This design comes from an exercise in tuning for small area, a short achievable clock period and few clock cycles per item on the open sky130 flow, not from production work. Only simulation tests tie the RTL to the original design; equivalence was not proved. Power is estimated from default activity; no workload was simulated.

// lane_runner_solver
module lane_runner_solver
#(
  parameter int LANES = 4,
  parameter int COLS  = 64,
  parameter int LW    = $clog2(LANES)
) (
  input  wire logic             clk,
  input  wire logic             rst,
  input  wire logic             in_valid,
  input  wire logic [LW-1:0]    init,
  input  wire logic [2*LANES-1:0] in_map,
  output wire logic             out_valid,
  output wire logic [1:0]       out,
  output wire logic [LW-1:0]    lane_out,
  output wire logic             no_path
);
  localparam int CW = $clog2(COLS);
  localparam int PL = COLS - 3;
  localparam int PW = 2 * PL;
  logic          load_q;       
  logic          emit_q;       
  logic [CW-1:0] cnt_q;
  logic [LW-1:0] lane_q;       
  logic          a_first_q;    
  logic          a_step_q;     
  logic          a_last_q;     
  logic [LANES-1:0]            road_q;    
  logic [LANES-1:0]            low_q;     
  logic [LANES-1:0]            stl_q;     
  logic [LANES-1:0]            lowb_q;    
  logic [LANES-1:0]            reach_q;   
  logic [LANES-1:0][LANES-1:0] ord_q;     
  logic [LANES-1:0][2:0]       sel_q;     
  logic [LANES-1:0][PW-1:0]    path_q;
  logic [LANES-1:0]            esel_q;    
  logic                 out_valid_q;
  logic [1:0]           out_q;
  logic [1:0]           nxt_q;     
  logic [LW-1:0]        lane_out_q;
  logic                 no_path_q;
  logic w_take0, w_take, w_last;
  assign w_take0 = in_valid && !load_q && !emit_q && !a_last_q;
  assign w_take  = in_valid && load_q;
  assign w_last  = w_take && (cnt_q == CW'(COLS - 1));
  logic [LANES-1:0] w_road, w_low, w_stl;
  for (genvar l = 0; l < LANES; l++) begin : g_dec
    assign w_road[l] = (in_map[2*l +: 2] == lane_runner_pkg::CELL_ROAD);
    assign w_low[l]  = (in_map[2*l +: 2] == lane_runner_pkg::CELL_LOW);
    assign w_stl[l]  = (in_map[2*l +: 2] != lane_runner_pkg::CELL_TRAIN) && !(w_low[l] && low_q[l]);
  end
  logic [LANES-1:0][LANES-1:0] w_bef;     
  logic [LANES-1:0][2:0]       w_cand;    
  logic [LANES-1:0][2:0]       w_win;
  logic [LANES-1:0][2:0]       w_sel;
  logic [LANES-1:0]            w_reach;
  logic [LANES-1:0][LANES-1:0] w_ord;
  logic [LANES-1:0]            w_hc;      
  logic [LANES-1:0]            w_best;    
  logic [LANES-1:0]            w_end;     
  ...
Size in the first run: about 1400 cells after synthesis, roughly 550 flip-flops, about 19 I/O pins, about 18000 sq um of cells after synthesis.
export LEC_CHECK = 0
export CAP_MARGIN = 20
export CORE_MARGIN = 2
export CORE_UTILIZATION = 65
export CTS_CLUSTER_DIAMETER = 100
export CTS_CLUSTER_SIZE = 25
export PLACE_DENSITY = 0.75
export SETUP_SLACK_MARGIN = 3.4
export SLEW_MARGIN = 20
create_clock -name core_clock -period 5.5 [get_ports {clk}]
run.sh (not shown) runs the stock make flow with config.mk's settings and CLKGATE_MAP_FILE= SYNTH_SCRIPT=/design/flow/synth_recipe.tcl, a recipe that flattens the netlist after the stock synthesis.
Testbench counts at the start, summed over its fixed seeds: cycles 130,290, maps 1,200.
Then changed:
--- a/flow/design.v
+++ b/flow/design.v
@@ -145,26 +145,25 @@
       end
       assign w_win[d][k] = w_cand[d][k] && (&w_beats);
     end
     assign w_reach[d] = |w_cand[d];
     assign w_sel[d][0] = w_win[d][0];
     assign w_sel[d][2] = w_win[d][2];
     assign w_sel[d][1] = !w_win[d][0] && !w_win[d][2];
     for (genvar d2 = 0; d2 < LANES; d2++) begin : g_ord
       if (d2 > d) begin : g_pair
         logic [8:0] w_term;
         for (genvar k1 = 0; k1 < 3; k1++) begin : g_k1
           for (genvar k2 = 0; k2 < 3; k2++) begin : g_k2
-            if (d - 1 + k1 < 0 || d - 1 + k1 >= LANES || d2 - 1 + k2 < 0 || d2 - 1 + k2 >= LANES ||
-                d - 1 + k1 > d2 - 1 + k2) begin : g_none
+            if (d - 1 + k1 < 0 || d - 1 + k1 >= LANES || d2 - 1 + k2 < 0 || d2 - 1 + k2 >= LANES) begin : g_none
               assign w_term[3*k1+k2] = 1'b0;
             end else if (d - 1 + k1 == d2 - 1 + k2) begin : g_same
               assign w_term[3*k1+k2] = (k1 == 1) && w_win[d][k1] && w_win[d2][k2];
             end else begin : g_diff
               assign w_term[3*k1+k2] = w_win[d][k1] && w_win[d2][k2] && w_bef[d-1+k1][d2-1+k2];
             end
           end
         end
         assign w_ord[d][d2] = |w_term;
       end else begin : g_nopair
         assign w_ord[d][d2] = 1'b0;
       end
Flip-flop and latch count stays the same.
Global-route usage went down by 0.12 points.
Worst setup slack improved by 27 ps.
Synthesized cell count went up slightly.
Synthesized area went up slightly.
Cell area went down slightly.
Total power went down slightly.
First-iteration DRC count went down by about a fifth.
Testbench counts after the change, summed over its fixed seeds: cycles 130,290, maps 1,200.

RTL: one of the versions met above, not the one the previous note started from.
Size: roughly 1400 cells after synthesis, roughly 19 I/O pins, roughly 0.018 sq mm of cells after synthesis.
// lane_runner_solver
module lane_runner_solver
#(
  parameter int LANES = 4,
  parameter int COLS  = 64,
  parameter int LW    = $clog2(LANES)
) (
  input  wire logic             clk,
  input  wire logic             rst,
  input  wire logic             in_valid,
  input  wire logic [LW-1:0]    init,
  input  wire logic [2*LANES-1:0] in_map,
  output wire logic             out_valid,
  output wire logic [1:0]       out,
  output wire logic [LW-1:0]    lane_out,
  output wire logic             no_path
);
export LEC_CHECK = 0
export CAP_MARGIN = 20
export CORE_MARGIN = 2
export CORE_UTILIZATION = 40
export CTS_CLUSTER_DIAMETER = 100
export CTS_CLUSTER_SIZE = 25
export SETUP_SLACK_MARGIN = 3.4
export SLEW_MARGIN = 20
create_clock -name core_clock -period 5.5 [get_ports {clk}]
The starting point completed without violations.
Testbench counts at the start, summed over its fixed seeds: cycles 130,290, maps 1,200.
Rerun with:
--- a/flow/design.v
+++ b/flow/design.v
@@ -266,29 +266,28 @@
       a_step_q    <= 1'b0;
       a_last_q    <= 1'b0;
       out_valid_q <= 1'b0;
       no_path_q   <= 1'b0;
     end else begin
       out_valid_q <= 1'b0;
       no_path_q   <= 1'b0;
       a_first_q   <= w_take0;
       a_step_q    <= w_take;
-      a_last_q    <= w_last && (|w_reach);
+      a_last_q    <= w_last;
       if (w_take0) begin
         load_q <= 1'b1;
         cnt_q  <= CW'(1);
       end else if (load_q) begin
         cnt_q <= cnt_q + CW'(1);
         if (!in_valid) begin
           load_q <= 1'b0;            
         end else if (w_last) begin
           load_q      <= 1'b0;
-          no_path_q   <= !(|w_reach);
         end
       end else if (a_last_q) begin
         out_valid_q <= |w_hc;
         no_path_q   <= !(|w_hc);
         emit_q      <= |w_hc;
         cnt_q       <= CW'(1);
       end else if (emit_q) begin
         out_valid_q <= 1'b1;
         cnt_q       <= cnt_q + CW'(1);
Design area barely changes.
First-iteration DRC count goes up by 6.1%.
Synthesized area barely changes.
Sequential cell count stays the same.
Core utilization goes up by 0.12 points.
Critical path depth stays the same.
Routed wire length goes down by about 1.5%.
Power goes up by about 2%.
Sequential power stays flat.
Count of clock-buffer cells in the layout goes up by 1.
Testbench counts after the change, summed over its fixed seeds: cycles 130,638, maps 1,200.

re-timing with driven ports:
The flow's constraints put no driver on any port. The routed layouts listed below were extracted and timed again, unchanged, in two steps.
Step 1 sets driving cells, clkbuf_16 on the clock port and buf_2 on the other inputs (assumed; they add their load-dependent delay and slew).
Step 2 adds t to the input delays and takes it off the output delays; t is the mean of the earliest and latest rising clock arrival at the registers after step 1. Input paths then give back, and output paths get back, about the clock's delay inside the block.
a / b / c = ideal / step 1 / step 2; a / b = the first two.
run | shift t [ns] | setup slack, ns | worst slew at a driven data input, ns
the first run of note 1 | 0.597 | 3.374 / 3.364 / 2.800 | 0.04
the second run of note 1 | 0.603 | 3.401 / 3.351 / 3.040 | 0.03
the first run of note 2 | 0.613 | 3.374 / 3.326 / 3.067 | 0.04
the second run of note 2 | 0.618 | 3.378 / 3.329 / 2.864 | 0.03
After both steps every run listed still meets setup and hold. The setup slack of the first run of note 1, which loses most, moves by -0.010 ns with the drivers and by -0.574 ns with both steps.
